This is an optimization exercise on Yosys and OpenROAD, whose aim is small area and a short achievable clock period, not a production implementation.
Where RTL was checked, it was by simulation tests only, not by an equivalence proof against the original.
No functional check of the RTL was part of runs 1 and 2.
Power figures rest on the tool's default switching activity, not on a simulated workload.

**design/flow/config.mk**
```make
export PLATFORM = sky130hd
export DESIGN_NAME = mips_trace_capture
export DESIGN_NICKNAME = mips_trace_capture
export VERILOG_FILES = /design/flow/design.v
export SDC_FILE = /design/flow/constraint.sdc
export NUM_CORES = 4
export LEC_CHECK = 0
export CAP_MARGIN = 20
export CORE_MARGIN = 2
export CORE_UTILIZATION = 40
export SETUP_SLACK_MARGIN = 2.8
export SLEW_MARGIN = 20
```
**design/flow/design.v**
```verilog
package mips_trace_pkg;
    typedef enum logic [1:0] {
        MODE_PERIODIC = 2'd0,
        MODE_GROW     = 2'd1,
        MODE_CHANGE   = 2'd2,
        MODE_SINGLE   = 2'd3
    } trace_mode_e;
    function automatic integer rec_width(input integer num_ch,
                                              input integer data_w,
                                              input integer cnt_w);
        rec_width = num_ch * data_w + cnt_w;
    endfunction
endpackage
module trace_fifo #(
    parameter int unsigned WIDTH = 8,
    parameter int unsigned DEPTH = 16
) (
    input  logic                     clk,
    input  logic                     rst_n,
    input  logic                     clear,
    input  logic                     push,
    input  logic                     rd_ready,
    input  logic [WIDTH-1:0]         wdata,
    output logic [WIDTH-1:0]         rdata,
    output logic [$clog2(DEPTH):0]   count,
    output logic                     full,
    output logic                     valid
);
    localparam int unsigned SLOTS = DEPTH - 1;
    localparam int unsigned CW    = $clog2(DEPTH) + 1;
    logic [WIDTH-1:0] head_q;
    logic [SLOTS-1:0] wr_q, rd_q;
    logic [CW-1:0]    count_q, count_d;
    logic             hv_q, hv_d;       
    logic             ne_q, ne_d;       
    logic             full_q, full_d;   
    logic             pop, acc, wr_adv, rd_adv;
    logic             store_we;
    logic [WIDTH-1:0] rd_mux;
    logic [WIDTH-1:0] slot_q [SLOTS];
    assign pop    = rd_ready && hv_q && !clear;
    assign acc    = push && !clear && (!full_q || rd_ready);
    assign wr_adv = acc && (ne_q || (hv_q && !rd_ready));
    assign rd_adv = pop && ne_q;
    assign store_we = !full_q || rd_ready;
    logic [CW-1:0] cnt_inc, cnt_dec;
    logic          ge3;
    assign cnt_inc = count_q + CW'(1);
    assign cnt_dec = count_q - CW'(1);
    assign ge3     = (count_q > CW'(2));
    always_comb begin
        if (clear) begin
            count_d = '0;
            hv_d    = 1'b0;
            ne_d    = 1'b0;
            full_d  = 1'b0;
        end else if (acc && !pop) begin
            count_d = cnt_inc;
            hv_d    = 1'b1;
            ne_d    = hv_q;
            full_d  = (count_q == CW'(DEPTH - 1));
        end else if (!acc && pop) begin
            count_d = cnt_dec;
            hv_d    = ne_q;
            ne_d    = ge3;
            full_d  = 1'b0;
        end else begin
            count_d = count_q;
            hv_d    = hv_q;
            ne_d    = ne_q;
            full_d  = full_q;
        end
    end
    always_ff @(posedge clk or negedge rst_n) begin
        if (!rst_n) begin
            count_q <= '0;
            hv_q    <= 1'b0;
            ne_q    <= 1'b0;
            full_q  <= 1'b0;
            wr_q    <= SLOTS'(1);
            rd_q    <= SLOTS'(1);
        end else if (clear) begin
            count_q <= '0;
            hv_q    <= 1'b0;
            ne_q    <= 1'b0;
            full_q  <= 1'b0;
            wr_q    <= SLOTS'(1);
            rd_q    <= SLOTS'(1);
        end else begin
            count_q <= count_d;
            hv_q    <= hv_d;
            ne_q    <= ne_d;
            full_q  <= full_d;
            if (wr_adv) wr_q <= {wr_q[SLOTS-2:0], wr_q[SLOTS-1]};
            if (rd_adv) rd_q <= {rd_q[SLOTS-2:0], rd_q[SLOTS-1]};
        end
    end
    for (genvar s = 0; s < SLOTS; s++) begin : g_slot
        always_ff @(posedge clk) begin
            if (wr_q[s] && store_we) slot_q[s] <= wdata;
        end
    end
    always_comb begin
        rd_mux = '0;
        for (int s = 0; s < SLOTS; s++) begin
            rd_mux = rd_mux | ({WIDTH{rd_q[s]}} & slot_q[s]);
        end
    end
    always_ff @(posedge clk) begin
        if (!hv_q || rd_ready) head_q <= ne_q ? rd_mux : wdata;
    end
    assign rdata = head_q;
    assign count = count_q;
    assign full  = full_q;
    assign valid = hv_q;
endmodule
module mips_trace_capture #(
    parameter int unsigned DATA_W = 32,
    parameter int unsigned NUM_CH = 4,
    parameter int unsigned DEPTH  = 16,
    parameter int unsigned CNT_W  = 16
) (
    input  logic                       CLK,
    input  logic                       RESET,
    input  logic                       EN,
    input  logic                       CLEAR,
    input  logic [1:0]                 MODE,
    input  logic [CNT_W-1:0]           INTERVAL,
    input  logic [CNT_W-1:0]           STEP,
    input  logic [NUM_CH*DATA_W-1:0]   CH_IN,
    output logic                       RD_VALID,
    input  logic                       RD_READY,
    output logic [NUM_CH*DATA_W-1:0]   RD_DATA,
    output logic [CNT_W-1:0]           RD_TIME,
    output logic [$clog2(DEPTH):0]     COUNT,
    output logic                       OVERFLOW,
    output logic                       DONE
);
    localparam int unsigned REC_W = mips_trace_pkg::rec_width(NUM_CH, DATA_W, CNT_W);
    localparam int unsigned CH_W  = NUM_CH * DATA_W;
    logic [CNT_W-1:0]   ts_q;
    logic [CNT_W-1:0]   wt_q, wt_d;
    logic [CNT_W-1:0]   gap_q, gap_d;
    logic [CNT_W-1:0]   interval_eff;
    logic [CNT_W-1:0]   next_gap;
    logic [CNT_W:0]     gap_sum;
    logic [CNT_W-1:0]   gap_grow;
    logic [DATA_W-1:0]  prev0_q;
    logic               done_q, done_d;
    logic               ovf_q, ovf_d;
    logic               sample;
    logic               fifo_full;
    logic               fifo_valid;
    logic               wt_one;
    logic [REC_W-1:0]   rd_rec;
    assign interval_eff = (INTERVAL == '0) ? CNT_W'(1) : INTERVAL;
    assign gap_sum      = {1'b0, gap_q} + {1'b0, STEP};
    assign gap_grow     = gap_sum[CNT_W] ? '1 : gap_sum[CNT_W-1:0];
    assign wt_one       = (wt_q == CNT_W'(1));
    always_comb begin
        sample   = 1'b0;
        wt_d     = wt_q;
        gap_d    = gap_q;
        done_d   = done_q;
        next_gap = (MODE == 2'd1) ? gap_grow : gap_q;
        if (CLEAR || !EN) begin
            wt_d   = interval_eff;
            gap_d  = interval_eff;
            done_d = 1'b0;
        end else if (MODE == 2'd2) begin
            sample = (CH_IN[DATA_W-1:0] != prev0_q);
        end else if (wt_one) begin
            gap_d  = next_gap;
            wt_d   = next_gap;
            sample = !((MODE == 2'd3) && done_q);
            if (MODE == 2'd3) done_d = 1'b1;
        end else begin
            wt_d = wt_q - CNT_W'(1);
        end
    end
    always_comb begin
        ovf_d = ovf_q;
        if (CLEAR) begin
            ovf_d = 1'b0;
        end else if (sample && fifo_full && !RD_READY) begin
            ovf_d = 1'b1;
        end
    end
    always_ff @(posedge CLK or negedge RESET) begin
        if (!RESET) begin
            ts_q    <= '0;
            wt_q    <= CNT_W'(1);
            gap_q   <= CNT_W'(1);
            prev0_q <= '0;
            done_q  <= 1'b0;
            ovf_q   <= 1'b0;
        end else begin
            ts_q    <= ts_q + CNT_W'(1);
            wt_q    <= wt_d;
            gap_q   <= gap_d;
            prev0_q <= CH_IN[DATA_W-1:0];
            done_q  <= done_d;
            ovf_q   <= ovf_d;
        end
    end
    trace_fifo #(
        .WIDTH (REC_W),
        .DEPTH (DEPTH)
    ) u_fifo (
        .clk      (CLK),
        .rst_n    (RESET),
        .clear    (CLEAR),
        .push     (sample),
        .rd_ready (RD_READY),
        .wdata    ({ts_q, CH_IN}),
        .rdata    (rd_rec),
        .count    (COUNT),
        .full     (fifo_full),
        .valid    (fifo_valid)
    );
    assign RD_VALID = fifo_valid;
    assign RD_DATA  = rd_rec[CH_W-1:0];
    assign RD_TIME  = rd_rec[REC_W-1 -: CNT_W];
    assign OVERFLOW = ovf_q;
    assign DONE     = done_q;
endmodule
```
**design/flow/run.sh**
```bash
#!/bin/bash
# synth_recipe.tcl (not shown) runs the flow's synth.tcl, then flattens the netlist and writes it again
# the make line also repeats each setting of config.mk as NAME=value (left out here)
make -C /OpenROAD-flow-scripts/flow DESIGN_CONFIG=/design/flow/config.mk WORK_HOME=/design/flow/orfs CLKGATE_MAP_FILE= SYNTH_SCRIPT=/design/flow/synth_recipe.tcl finish
```
**design/flow/constraint.sdc**
```tcl
create_clock -name core_clock -period 5.5 [get_ports {CLK}]
set_input_delay 1.1000 -clock core_clock [delete_from_list [all_inputs] [get_ports {CLK}]]
set_output_delay 1.1000 -clock core_clock [all_outputs]
set_load 0.01 [all_outputs]
```
==> metrics.log, run 1 <==
[metrics] family of cells with the greatest summed delay on the critical path: simple AND/OR/NAND/NOR gates
[metrics] dominant cells by area after synthesis: sky130_fd_sc_hd__edfxtp_1 (78%), sky130_fd_sc_hd__a22oi_1 (5.8%), sky130_fd_sc_hd__dfrtp_1 (3.3%)
[metrics] TritonCTS clock tree: built
[metrics] buffering stage count on the worst path with inverters included: 2
[metrics] Horiz. Die Dim: 474 um
[metrics] clock-pin slew on the worst setup and hold paths: 0.06 ns
[metrics] Maximum Capacitance Violations: 0
[metrics] HPWL after DPL: 132000 um
[metrics] root buffer selected by CTS: sky130_fd_sc_hd__clkbuf_16
[metrics] ratio of final minimum period to clock period: 60.1%
[metrics] status: timing/DRC/antenna clean
[metrics] Worst Hold Class: input pin to async pin
[metrics] maximum achievable frequency: 0.302 GHz
[metrics] effective utilization at floorplan: 40.2%
[metrics] setup TNS: 0 ns
[metrics] fillers: 18300
[metrics] wire length per cell: 31.5 um
[metrics] synthesized instance count: 4869
[metrics] startpoint type of the worst setup path: input pin
[metrics] top-count cell post-synth: sky130_fd_sc_hd__edfxtp_1
[metrics] total via count in the routed design: 51600
[metrics] number of distinct library cell variants in the gate-level netlist after synthesis: 69
[metrics] flip-flop and latch count after synthesis: 2424
[metrics] vias in the first global route: 50100
[metrics] endpoint type of the worst setup path: register
[metrics] worst reg2reg startpoint: prev0_q[10]
[metrics] Hold Fails Final Rpt: 0
[metrics] worst endpoint data arrival time: 4.05 ns
[metrics] total iterations of the first detailed-routing run: 6
[metrics] main flop type after synthesis: sky130_fd_sc_hd__edfxtp_1
[metrics] number of setup violations in the final report: 0
[metrics] cell area after synthesis: 88400 um^2
[metrics] top cells by instance count after synthesis: sky130_fd_sc_hd__edfxtp_1 (2304), sky130_fd_sc_hd__a22oi_1 (685), sky130_fd_sc_hd__nand4_1 (276)
[metrics] GRT Overall Usage: 23.2%
[metrics] Post-synth EDFFs: 2304
[metrics] cell with the most instances on the worst path: sky130_fd_sc_hd__nor4_4
[metrics] Critical Path Fanout Max: 2
[metrics] largest net degree at the start of global routing: 138
[metrics] cts bufs inserted: 240
[metrics] delay of the slowest cell on the worst path: 0.44 ns
[metrics] gpl congestion: 0.794
[metrics] vias per cell: 6.07
[metrics] worst setup skew after layout: 0.0541 ns
[metrics] number of nets produced by synthesis: 5061
[metrics] Peak supply drop: 0.320 mV
[metrics] number of antenna violations at the first check in global routing: 38
[metrics] top-area cell type share of the netlist area: 78.2%
[metrics] RSZ-0062 raised after global routing: true
[metrics] CTS H-Tree Depth: 4
[metrics] # clock sinks: 2424
[metrics] violation count after the first detailed-routing iteration: 6081
[metrics] die area: 225000 um^2
[metrics] total number of nets in the final design: 5527
[metrics] number of placement rows: 172
[metrics] CP Data Required Time: 6.25 ns
[metrics] final period demand of the worst path: 3.31 ns
[metrics] post-synthesis cell type with the largest combined area: sky130_fd_sc_hd__edfxtp_1
[metrics] placeable core region: 220000 um^2
[metrics] number of antenna-violating nets in the routed design: 0
[metrics] number of max-slew violations in the final report: 0
[metrics] ordered list of cells on the worst path: clkdlybuf4s50_1 -> xor2_1 -> nor4_4 -> nand3_4 -> nor4_4 -> nor3_2 -> nand2_1 -> buf_6 -> ha_4 -> a21o_1 -> a21oi_4 -> a21boi_2 -> o21ai_2 -> mux2_4
[metrics] portion of the post-synthesis area used by sequential elements: 81.6%
[metrics] launch point of the worst path: CH_IN[24]
[metrics] GR Overflow Total: 0
[metrics] DR DRC count: 0
[metrics] proportion of synthesized flip-flops having asynchronous set or reset: 4.95%
[metrics] start-to-end type of the worst setup path: input pin to register
[metrics] transition time of the tightest slew-check pin: 1.05 ns
[metrics] synthesis-to-layout area growth: 18.7%
[metrics] first-pass GRT wire length: 375000 um
[metrics] power density normalized to cell area: 362 nW/um^2
[metrics] fraction of layout instances using a drive strength above 1: 13.4%
[metrics] clock latency on the worst-skew pair: 0.91 ns
[metrics] deepest clock path buffer count: 3
[metrics] Post-Route WL: 268000 um
[metrics] total power of the final layout: 38.0 mW
[metrics] cell with the largest stage delay on the worst path: sky130_fd_sc_hd__clkdlybuf4s50_1
[metrics] Synth warnings: 3
[metrics] number of port buffers: 318
[metrics] Syn Area/Cell: 18.2 um^2
[metrics] Leak Pwr: 33.3 nW
[metrics] DIE HEIGHT: 474 um
[metrics] slew margin rel.: 30.2%
[metrics] I/O pin total: 319
[cells in the final DEF (no fill, tap or decap), types with 127 or more instances in the layout]
master                            instances
sky130_fd_sc_hd__buf_4                  127
sky130_fd_sc_hd__nand4_1                276
sky130_fd_sc_hd__edfxtp_1              2304
sky130_fd_sc_hd__a221oi_1               164
sky130_fd_sc_hd__a22oi_1                685
sky130_fd_sc_hd__clkdlybuf4s50_1        136
sky130_fd_sc_hd__nand2_1                211
sky130_fd_sc_hd__clkbuf_16              241
sky130_fd_sc_hd__a22o_1                 162
sky130_fd_sc_hd__o22a_1                 144
[metal layers]
layer  track usage (%)  routed length (um)  vias to the layer above
li1                  -                   -                    21400
met1              32.3              111000                    27400
met2              37.9              130000                     2468
met3              3.65               20700                      401
met4              6.43                6690                       20
met5                 0                 122                        -
[registers in the layout (all words and copies together), names as in the netlist, 15 cells and up]
register / count
ts_q: 16
gap_q: 16
u_fifo.slot_q: 2160
wt_q: 16
u_fifo.wr_q: 15
prev0_q: 32
u_fifo.head_q: 144
u_fifo.rd_q: 15
[report_power, final]
group / switching (mW) / total (mW) / internal [mW] / leakage, nW
registers: 0.100 / 20.4 / 20.3 / 23.1
clock network: 7.14 / 16.5 / 9.31 / 3.85
logic: 0.679 / 1.16 / 0.478 / 6.32
total: 7.92 / 38.0 / 30.1 / 33.3
[cells by family (layout without fill, tap and decap cells)]
group,count (synthesis),after routing,synth area share [%]
xor gates and xnor gates,70,70,0.693
buffers and inverters,315,976,1.34
other,0,10,0
AOI/OAI and AO/OA,1330,1331,11.7
adders and majority gates,25,25,0.371
muxes,3,3,0.0396
DFF,2424,2424,81.6
and+or+nand+nor,702,711,4.17
[final cells by class]
cell class	instances	area (um^2)	area share (%)
Clock inverter	144	1620	1.54
Tap cell	2958	3700	3.53
Multi-Input combinational cell	2140	15700	15.0
Timing Repair Buffer	516	5240	4.99
Sequential cell	2424	72300	68.8
Clock buffer	303	6330	6.03
Inverter	13	51.3	0.0489
Antenna cell	10	25.0	0.0238
[worst paths after layout]
path / endpoint / slack, ns / cells after the start
worst max register to register: u_fifo.count_q[4] / 2.31 / 14
max in group asynchronous: u_fifo.rd_q[14] / 4.18 / 2
min in group core_clock: u_fifo.wr_q[14] / 0.51 / 2
worst min-delay path: prev0_q[19] / 0.24 / 1
worst min register to register: u_fifo.wr_q[14] / 0.51 / 2
worst max-delay path: u_fifo.count_q[4] / 2.19 / 14
[per-stage QoR]
step	utilization (%)	cell area (um^2)	hold slack [ns]	setup slack (ns)	cells
after floorplan	-	88500	0.461	1.68	4869
after global placement	43.8	96200	0.492	0.406	8004
after detailed placement	43.8	96200	0.503	0.464	8004
after CTS	47.6	105000	0.184	2.10	8478
after global routing	47.8	105000	0.228	2.09	8505
final	47.8	105000	0.235	2.19	8508
[repair_timing]
action,in CTS,in global routing
endpoints found under the setup margin,374,1162
hold buffers,0,0
gates cloned,7,5
pin swaps,36,33
setup buffers,20,15
gates resized for setup,468,74
==> inputs of run 2 (changes only) <==
--- a/design/flow/config.mk
+++ b/design/flow/config.mk
@@ -7,6 +7,7 @@
 export LEC_CHECK = 0
 export CAP_MARGIN = 20
 export CORE_MARGIN = 2
-export CORE_UTILIZATION = 40
+export CORE_UTILIZATION = 60
+export CTS_BUF_LIST = sky130_fd_sc_hd__clkbuf_8
 export SETUP_SLACK_MARGIN = 2.8
 export SLEW_MARGIN = 20
==> metrics.log, run 2 <==
[metrics] maximum achievable frequency: 0.304 GHz (+0.70%)
[metrics] share of total power in the clock network: 39.2% (-4.0 points)
[metrics] TritonCTS clock tree: built
[metrics] number of antenna violations at the first check in global routing: 25 (-34%)
[metrics] I/O pin total: 319 (unchanged)
[metrics] CP Data Required Time: 6.39 ns (+0.14 ns)
[metrics] number of antenna-violating nets in the routed design: 0 (unchanged)
[metrics] register with the most flip-flops: u_fifo.slot_q
[metrics] portion of the post-synthesis area used by sequential elements: 81.6% (unchanged)
[metrics] final period demand of the worst path: 3.28 ns (-0.0231 ns)
[metrics] FF-to-FF path depth: 12 (-2)
[metrics] total number of nets in the final design: 5658 (+2.4%)
[metrics] number of port buffers: 318 (unchanged)
[metrics] top-area cell type share of the netlist area: 78.2% (unchanged)
[metrics] family of cells with the greatest summed delay on the critical path: buffers and inverters
[metrics] Critical Path Fanout Max: 4 (+2)
[metrics] fraction of layout instances using a drive strength above 1: 16.1% (+2.7 points)
[metrics] switching portion of total power: 21.2% (+0.37 points)
[metrics] number of distinct library cell variants in the gate-level netlist after synthesis: 69 (unchanged)
[metrics] synthesized instance count: 4869 (unchanged)
[metrics] clock latency on the worst-skew pair: 1.07 ns (+0.16 ns)
[metrics] violation count after the first detailed-routing iteration: 6320 (+3.9%)
[metrics] synthesis-to-layout area growth: 15.2%
[metrics] status: timing/DRC/antenna clean
[metrics] transition time of the tightest slew-check pin: 1.17 ns (+0.119 ns)
[metrics] Post-synth EDFFs: 2304 (unchanged)
[metrics] number of setup violations in the final report: 0 (unchanged)
[metrics] Top Registers: u_fifo.slot_q x2160, u_fifo.head_q x144, prev0_q x32
[metrics] Peak supply drop: 0.219 mV (-32%)
[metrics] number of nets produced by synthesis: 5061 (unchanged)
[metrics] top-count cell post-synth: sky130_fd_sc_hd__edfxtp_1
[metrics] delay of the slowest cell on the worst path: 0.66 ns (+0.22 ns)
[metrics] launch point of the worst path: CH_IN[7]
[metrics] GR Overflow Total: 0 (unchanged)
[metrics] largest net degree at the start of global routing: 117 (-15%)
[metrics] worst endpoint data arrival time: 4.18 ns (+0.13 ns)
[metrics] end of the critical path: u_fifo.count_q[4]
[metrics] ordered list of cells on the worst path: clkdlybuf4s50_1 -> xor2_2 -> nor4_2 -> nand3_1 -> nor4_2 -> buf_4 -> nor3_4 -> nand2_4 -> fa_2 -> a21o_1 -> a21oi_2 -> a21boi_2 -> o21ai_2 -> mux2_4
[metrics] leading cell type in the layout, fill and taps excluded: sky130_fd_sc_hd__edfxtp_1
[metrics] RSZ-0062 raised after global routing: true
[metrics] Horiz. Die Dim: 388 um (-18%)
[metrics] main flop type after synthesis: sky130_fd_sc_hd__edfxtp_1
[metrics] top cells by instance count after synthesis: sky130_fd_sc_hd__edfxtp_1 (2304), sky130_fd_sc_hd__a22oi_1 (685), sky130_fd_sc_hd__nand4_1 (276)
[metrics] total iterations of the first detailed-routing run: 6 (unchanged)
[metrics] total via count in the routed design: 51500 (-0.17%)
[metrics] Hold Buf Count CTS: 0 (unchanged)
[metrics] deepest clock path buffer count: 4 (+1)
[metrics] clock-pin slew on the worst setup and hold paths: 0.06 ns (about the same)
[metrics] Psw: 7.52 mW (-5.0%)
[metrics] dominant cells by area after synthesis: sky130_fd_sc_hd__edfxtp_1 (78%), sky130_fd_sc_hd__a22oi_1 (5.8%), sky130_fd_sc_hd__dfrtp_1 (3.3%)
[metrics] number of placement rows: 140 (-19%)
[metrics] setup TNS: 0 ns (unchanged)
[metrics] placeable core region: 146000 um^2 (-34%)
[metrics] cell area after synthesis: 88400 um^2 (unchanged)
[metrics] flip-flop and latch count after synthesis: 2424 (unchanged)
[metrics] startpoint type of the worst setup path: input pin
[metrics] Maximum Capacitance Violations: 0 (unchanged)
[metrics] cts bufs inserted: 388 (+62%)
[metrics] Syn Area/Cell: 18.2 um^2 (unchanged)
[metrics] proportion of synthesized flip-flops having asynchronous set or reset: 4.95% (unchanged)
[metrics] combinational group share of total power: 3.2% (+0.2 points)
[metrics] endpoint type of the worst setup path: register
[metrics] power density normalized to cell area: 348 nW/um^2 (-3.9%)
[metrics] Placement Cell Area: 94900 um^2 (-1.4%)
[metrics] slew margin rel.: 22.2% (-7.9 points)
[metrics] wire length per cell: 31.9 um (+1.2%)
[metrics] Worst Hold Class: input pin to async pin
[metrics] effective utilization at floorplan: 60.6% (+20 points)
[metrics] HPWL after DPL: 121000 um (-8.2%)
[metrics] Hold Fails Final Rpt: 0 (unchanged)
[metrics] buffering stage count on the worst path with inverters included: 2 (unchanged)
[metrics] vias in the first global route: 51100 (+2.0%)
[metrics] Leak Pwr: 33.3 nW (about the same)
[metrics] DR DRC count: 0 (unchanged)
[metrics] root buffer selected by CTS: sky130_fd_sc_hd__clkbuf_8
[metrics] post-synthesis cell type with the largest combined area: sky130_fd_sc_hd__edfxtp_1
[metrics] cell with the most instances on the worst path: sky130_fd_sc_hd__nor4_2
[metrics] Non-Filler Cell Area, Final: 102000 um^2 (-2.9%)
[metrics] cell with the largest stage delay on the worst path: sky130_fd_sc_hd__clkdlybuf4s50_1
[metrics] logic depth of the worst setup path including buffers: 14 (unchanged)
[metrics] worst setup skew after layout: 0.0712 ns (+0.0171 ns)
[metrics] gpl congestion: 0.802 (+0.98%)
[metrics] Critical R2R Capture: u_fifo.count_q[4]
[metrics] DIE HEIGHT: 388 um (-18%)
[metrics] flip-flop count of the largest register after layout: 2160 (unchanged)
[metrics] total power of the final layout: 35.5 mW (-6.7%)
[metrics] GRT Overall Usage: 32.3% (+9.1 points)
[metrics] number of max-slew violations in the final report: 0 (unchanged)
[metrics] CTS H-Tree Depth: 5 (+1)
[metrics] reg-to-reg slack, setup: 2.31 ns (about the same)
[metrics] Flop pwr share: 57.6% (+3.9 points)
[metrics] ratio of final minimum period to clock period: 59.7% (-0.42 points)
[metrics] die area: 150000 um^2 (-33%)
[metrics] first-pass GRT wire length: 351000 um (-6.6%)
[metrics] Power Internal: 28.0 mW (-7.1%)
[metrics] final worst hold slack: 0.0612 ns (-0.174 ns)
[metrics] Synth warnings: 3 (unchanged)
[metrics] Post-Route WL: 245000 um (-8.6%)
[metrics] worst reg2reg startpoint: wt_q[7]
[metrics] start-to-end type of the worst setup path: input pin to register
[metrics] vias per cell: 6.71 (+11%)
[metrics] leading cell types in the layout, fill and taps excluded: sky130_fd_sc_hd__edfxtp_1 (2304), sky130_fd_sc_hd__a22oi_1 (685), sky130_fd_sc_hd__clkbuf_8 (411)
[metrics] # clock sinks: 2424 (unchanged)
==> run 2: cell counts after synthesis <==
Identical to the previous run, type by type.
==> run 2: kinds of logic after synthesis <==
| family | after synthesis | share of synthesized area [%] |
|---|---|---|
| flip-flops | 2424 | 81.6 |
| AO/OA/AOI/OAI | 1330 | 11.7 |
| AND/OR/NAND/NOR | 702 | 4.17 |
| buffers and inverters | 315 | 1.34 |
| XOR/XNOR | 70 | 0.693 |
| adder cells (fa/ha/maj) | 25 | 0.371 |
| multiplexers | 3 | 0.0396 |
==> run 2: routing by layer <==
metal | GRT usage (%) | share of wire (%) | vias up
met2 | 50.7 | 47 | 2882
met3 | 7.24 | 9.7 | 410
met5 | 0 | 0.057 | -
li1 | - | - | 21600
met4 | 10.2 | 2.6 | 20
met1 | 45.6 | 40 | 26600
==> run 2: layout make-up <==
class                           count  area (um^2)
Antenna cell                       12         30.0
Clock buffer                      411         5660
Clock inverter                    265         1250
Fill cell                        9605        44000
Inverter                           13         51.3
Multi-Input combinational cell   2132        15600
Sequential cell                  2424        72300
Tap cell                         1917         2400
Timing Repair Buffer              507         4610
==> run 2: stage by stage <==
step           cells  utilization (%)  worst slack, ns
2_1_floorplan   4869                -             1.68
3_3_place_gp    6959             65.0            0.358
3_5_place_dp    6959             65.0            0.341
4_1_cts         7658             69.5             2.12
5_1_grt         7679             69.8             2.14
6_report        7681             69.8             2.22
==> run 2: power groups by stage <==
stage               Combinational [mW]  Clock [mW]  Sequential (mW)
floorplan                        0.397           0             20.8
global placement                  1.07           0             20.8
detailed placement                1.09           0             20.8
CTS                               1.07        14.1             20.4
global route                      1.23        14.9             20.4
finish                            1.14        13.9             20.4
==> run 2: worst min-delay path by stage <==
stage | from | cells after the start | endpoint | slack (ns)
5_1_grt | RESET | 1 | ts_q[8] | 0.05
3_3_place_gp | u_fifo.wr_q[13] | 2 | u_fifo.wr_q[14] | 0.50
3_5_place_dp | u_fifo.wr_q[8] | 2 | u_fifo.wr_q[9] | 0.51
6_report | RESET | 1 | ts_q[6] | 0.06
2_1_floorplan | u_fifo.wr_q[13] | 2 | u_fifo.wr_q[14] | 0.46
4_1_cts | RESET | 1 | ts_q[6] | 0.006
==> run 2: worst reg2reg max path: cells and delay by family, from the launching register on <==
family          cells  cell delay, ns
fa+ha+maj           1            0.36
compound gates      5            0.90
simple gates        5            1.07
mux                 1            0.30
flops               1            0.43
==> run 2: what timing repair did <==
| action | in CTS | in global routing |
|---|---|---|
| setup endpoints to repair | 209 | 380 |
| pin swaps | 20 | 37 |
| resized for setup | 666 | 77 |
| cloned | 2 | 0 |
| setup buffers | 21 | 11 |
==> inputs of run 3 (changes only) <==
--- a/design/flow/design.v
+++ b/design/flow/design.v
@@ -43,33 +43,13 @@
     assign wr_adv = acc && (ne_q || (hv_q && !rd_ready));
     assign rd_adv = pop && ne_q;
     assign store_we = !full_q || rd_ready;
-    logic [CW-1:0] cnt_inc, cnt_dec;
-    logic          ge3;
-    assign cnt_inc = count_q + CW'(1);
-    assign cnt_dec = count_q - CW'(1);
-    assign ge3     = (count_q > CW'(2));
-    always_comb begin
-        if (clear) begin
-            count_d = '0;
-            hv_d    = 1'b0;
-            ne_d    = 1'b0;
-            full_d  = 1'b0;
-        end else if (acc && !pop) begin
-            count_d = cnt_inc;
-            hv_d    = 1'b1;
-            ne_d    = hv_q;
-            full_d  = (count_q == CW'(DEPTH - 1));
-        end else if (!acc && pop) begin
-            count_d = cnt_dec;
-            hv_d    = ne_q;
-            ne_d    = ge3;
-            full_d  = 1'b0;
-        end else begin
-            count_d = count_q;
-            hv_d    = hv_q;
-            ne_d    = ne_q;
-            full_d  = full_q;
-        end
+    always_comb begin
+        count_d = count_q;
+        if (acc && !pop)      count_d = count_q + CW'(1);
+        else if (!acc && pop) count_d = count_q - CW'(1);
+        hv_d   = (count_d != '0);
+        ne_d   = (count_d > CW'(1));
+        full_d = (count_d == CW'(DEPTH));
     end
     always_ff @(posedge clk or negedge rst_n) begin
         if (!rst_n) begin
--- a/design/flow/config.mk
+++ b/design/flow/config.mk
@@ -7,7 +7,5 @@
 export LEC_CHECK = 0
 export CAP_MARGIN = 20
 export CORE_MARGIN = 2
-export CORE_UTILIZATION = 60
-export CTS_BUF_LIST = sky130_fd_sc_hd__clkbuf_8
-export SETUP_SLACK_MARGIN = 2.8
+export CORE_UTILIZATION = 40
 export SLEW_MARGIN = 20
==> metrics.log, run 3 <==
[metrics] Post-synth EDFFs: 2304 (unchanged)
[metrics] DR DRC count: 0 (unchanged)
[metrics] DIE HEIGHT: 474 um (+22%)
[metrics] clock-pin slew on the worst setup and hold paths: 0.06 ns (about the same)
[metrics] total iterations of the first detailed-routing run: 6 (unchanged)
[metrics] gpl congestion: 0.847 (+5.6%)
[metrics] number of port buffers: 318 (unchanged)
[metrics] number of nets produced by synthesis: 5058 (-0.059%)
[metrics] clock latency on the worst-skew pair: 0.87 ns (-0.20 ns)
[metrics] portion of the post-synthesis area used by sequential elements: 81.6% (about the same)
[metrics] Critical Path Fanout Max: 18 (+14)
[metrics] Flop pwr share: 52.0% (-5.6 points)
[metrics] root buffer selected by CTS: sky130_fd_sc_hd__clkbuf_16
[metrics] effective utilization at floorplan: 40.3% (-20 points)
[metrics] synthesized instance count: 4869 (unchanged)
[metrics] Psw: 9.69 mW (+29%)
[metrics] dominant cells by area after synthesis: sky130_fd_sc_hd__edfxtp_1 (78%), sky130_fd_sc_hd__a22oi_1 (5.6%), sky130_fd_sc_hd__dfrtp_1 (3.3%)
[metrics] number of max-slew violations in the final report: 0 (unchanged)
[metrics] leading cell types in the layout, fill and taps excluded: sky130_fd_sc_hd__edfxtp_1 (2304), sky130_fd_sc_hd__a22oi_1 (654), sky130_fd_sc_hd__clkdlybuf4s50_1 (317)
[metrics] GRT Overall Usage: 22.5% (-9.8 points)
[metrics] register with the most flip-flops: u_fifo.slot_q
[metrics] worst endpoint data arrival time: 4.65 ns (+0.47 ns)
[metrics] number of placement rows: 172 (+23%)
[metrics] slew margin rel.: 23.9% (+1.7 points)
[metrics] startpoint type of the worst setup path: input pin
[metrics] flip-flop count of the largest register after layout: 2160 (unchanged)
[metrics] cts bufs inserted: 237 (-39%)
[metrics] Horiz. Die Dim: 474 um (+22%)
[metrics] HPWL after DPL: 129000 um (+6.4%)
[metrics] cell area after synthesis: 88500 um^2 (about the same)
[metrics] leading cell type in the layout, fill and taps excluded: sky130_fd_sc_hd__edfxtp_1
[metrics] Syn Area/Cell: 18.2 um^2 (about the same)
[metrics] deepest clock path buffer count: 3 (-1)
[metrics] Synth warnings: 3 (unchanged)
[metrics] total power of the final layout: 41.6 mW (+17%)
[metrics] GR Overflow Total: 0 (unchanged)
[metrics] Leak Pwr: 32.4 nW (-2.7%)
[metrics] top cells by instance count after synthesis: sky130_fd_sc_hd__edfxtp_1 (2304), sky130_fd_sc_hd__a22oi_1 (654), sky130_fd_sc_hd__nand4_1 (262)
[metrics] transition time of the tightest slew-check pin: 1.14 ns (-0.0248 ns)
[metrics] Peak supply drop: 0.288 mV (+32%)
[metrics] number of antenna violations at the first check in global routing: 44 (+76%)
[metrics] placeable core region: 220000 um^2 (+51%)
[metrics] Maximum Capacitance Violations: 0 (unchanged)
[metrics] final period demand of the worst path: 3.89 ns (+0.610 ns)
[metrics] status: timing/DRC/antenna clean
[metrics] ratio of final minimum period to clock period: 70.8% (+11 points)
[metrics] start-to-end type of the worst setup path: input pin to register
[metrics] RSZ-0062 raised after global routing: false
[metrics] reg-to-reg slack, setup: 2.23 ns (-0.08 ns)
[metrics] worst reg2reg startpoint: gap_q[0]
[metrics] Top Registers: u_fifo.slot_q x2160, u_fifo.head_q x144, prev0_q x32
[metrics] number of antenna-violating nets in the routed design: 0 (unchanged)
[metrics] first-pass GRT wire length: 366000 um (+4.3%)
[metrics] power density normalized to cell area: 401 nW/um^2 (+15%)
[metrics] Critical R2R Capture: gap_q[14]
[metrics] final worst hold slack: 0.376 ns (+0.315 ns)
[metrics] share of total power in the clock network: 38.6% (-0.6 points)
[metrics] number of distinct library cell variants in the gate-level netlist after synthesis: 72 (+4.3%)
[metrics] fraction of layout instances using a drive strength above 1: 9.93% (-6.2 points)
[metrics] setup TNS: 0 ns (unchanged)
[metrics] # clock sinks: 2424 (unchanged)
[metrics] Hold Buf Count CTS: 0 (unchanged)
[metrics] number of instances resized during post-cts repair: 0 (-100%)
[metrics] total number of nets in the final design: 5447 (-3.7%)
[metrics] proportion of synthesized flip-flops having asynchronous set or reset: 4.95% (unchanged)
[metrics] Power Internal: 31.9 mW (+14%)
[metrics] top-count cell post-synth: sky130_fd_sc_hd__edfxtp_1
[metrics] Worst Hold Class: input pin to async pin
[metrics] CTS H-Tree Depth: 4 (-1)
[metrics] total via count in the routed design: 50800 (-1.4%)
[metrics] number of setup violations in the final report: 0 (unchanged)
[metrics] Post-Route WL: 258000 um (+5.0%)
[metrics] Hold Fails Final Rpt: 0 (unchanged)
[metrics] vias in the first global route: 49900 (-2.4%)
[metrics] largest net degree at the start of global routing: 111 (-5.1%)
[metrics] TritonCTS clock tree: built
[metrics] maximum achievable frequency: 0.257 GHz (-16%)
[metrics] synthesis-to-layout area growth: 17.3%
[metrics] die area: 225000 um^2 (+49%)
[metrics] I/O pin total: 319 (unchanged)
[metrics] launch point of the worst path: CH_IN[25]
[metrics] flip-flop and latch count after synthesis: 2424 (unchanged)
[metrics] endpoint type of the worst setup path: register
[metrics] post-synthesis cell type with the largest combined area: sky130_fd_sc_hd__edfxtp_1
[metrics] worst setup skew after layout: 0.0562 ns (-0.0150 ns)
[metrics] combinational group share of total power: 9.4% (+6.2 points)
[metrics] # Post-CTS Setup Buffers: 0 (-100%)
[metrics] top-area cell type share of the netlist area: 78.2% (about the same)
[metrics] core occupancy in the finished layout: 47.2% (-23 points)
[metrics] switching portion of total power: 23.3% (+2.1 points)
[metrics] post-route non-filler standard cell count: 8447 (+10%)
[metrics] violation count after the first detailed-routing iteration: 5762 (-8.8%)
[metrics] wire length per cell: 30.5 um (-4.5%)
[metrics] FF-to-FF path depth: 12 (unchanged)
[metrics] vias per cell: 6.02 (-10%)
[metrics] end of the critical path: u_fifo.full_q
[metrics] CP Data Required Time: 6.26 ns (-0.13 ns)
[metrics] main flop type after synthesis: sky130_fd_sc_hd__edfxtp_1
[metrics] count of placed standard cells including taps: 7977 (+15%)
run 3: cell types whose count changed after synthesis, moves of 14 or more:
cell,before,now
sky130_fd_sc_hd__buf_1,39,57
sky130_fd_sc_hd__clkbuf_1,262,242
sky130_fd_sc_hd__a221oi_1,164,180
sky130_fd_sc_hd__a22o_1,162,178
sky130_fd_sc_hd__o21ai_0,54,69
sky130_fd_sc_hd__nand4_1,276,262
sky130_fd_sc_hd__a22oi_1,685,654
run 3: worst min path at each step:
stage               depth (start not counted)  slack [ns]              end
floorplan                                   2        0.46  u_fifo.wr_q[10]
detailed placement                          2        0.50   u_fifo.wr_q[4]
global route                                1        0.41        gap_q[13]
global placement                            2        0.50   u_fifo.wr_q[2]
finish                                      1        0.38        gap_q[15]
CTS                                         1        0.36        gap_q[14]
run 3: layout make-up:
type | instances | area, um^2
multi-input cells | 2130 | 15100
diodes | 18 | 45.0
repair buffers | 452 | 4830
flip-flops and latches | 2424 | 72300
clock inverters | 138 | 1320
inverters | 13 | 48.8
clock buffers | 314 | 6440
fillers | 18300 | 116000
well taps | 2958 | 3700
run 3: metal layers:
| layer | wire (um) | GRT usage (%) | up-vias |
|---|---|---|---|
| li1 | - | - | 21200 |
| met1 | 109000 | 31.7 | 26800 |
| met2 | 123000 | 36.3 | 2404 |
| met3 | 19800 | 3.51 | 384 |
| met4 | 6000 | 6.00 | 22 |
| met5 | 148 | 0 | - |
run 3: cells by family after synthesis:
logic type      synth area share (%)
buf+inv                         1.36
xor+xnor                       0.634
simple gates                    4.26
flops                           81.6
fa+ha+maj                      0.320
compound gates                  11.8
mux                           0.0226
run 3: critical path, cell delays in order:
cell                              delay (ns)
sky130_fd_sc_hd__clkdlybuf4s50_1        0.83
sky130_fd_sc_hd__xor2_1                 0.28
sky130_fd_sc_hd__nor4_2                 0.35
sky130_fd_sc_hd__nand4_1                0.16
sky130_fd_sc_hd__nor3_2                 0.55
sky130_fd_sc_hd__or3_1                  0.32
sky130_fd_sc_hd__or4b_1                 0.48
sky130_fd_sc_hd__o31ai_2                0.09
sky130_fd_sc_hd__xnor2_1                0.22
sky130_fd_sc_hd__and4bb_1               0.26
run 3: stage by stage:
stage                     worst slack (ns)  cell area, um^2
after floorplan                      0.119            88500
after CTS                             1.71           104000
after detailed placement             0.756            95900
after global placement               0.823            95900
final                                 1.61           104000
after global routing                  1.47           104000
run 3: power groups by stage:
| stage | sequential [mW] | combinational, mW | clock (mW) |
|---|---|---|---|
| global route | 21.7 | 4.17 | 17.0 |
| CTS | 21.6 | 3.96 | 16.3 |
| detailed placement | 22.0 | 3.93 | 0 |
| floorplan | 22.0 | 1.42 | 0 |
| finish | 21.6 | 3.92 | 16.1 |
| global placement | 22.0 | 3.93 | 0 |

afterwards: timing with drivers on the ports:
No port has a modelled driver above. Below, the same layouts with a new extraction and two added sets of constraints.
Step 1 sets driving cells, clkbuf_16 on the clock port and buf_2 on the other inputs (assumed; they add their load-dependent delay and slew).
Step 2 also shifts input and output timing later by t, the mid clock arrival at the registers, as if the neighbouring blocks saw the same clock.
Three values: ideal, step 1, step 2; two values: the first two.
run | t (ns) | setup WS [ns] | slew at the worst register clock pin (ns) | cell pins on the clock port's net
run 1 | 0.971 | 2.193 / 2.258 / 1.287 | 0.07 / 0.07 | 1
run 2 | 1.105 | 2.216 / 2.269 / 1.164 | 0.07 / 0.07 | 1
run 3 | 0.940 | 1.606 / 1.669 / 0.729 | 0.07 / 0.07 | 1
After both steps every run listed still meets setup and hold. For run 2, which loses most, drivers alone change the setup slack by +0.053 ns; drivers and shift together by -1.052 ns.
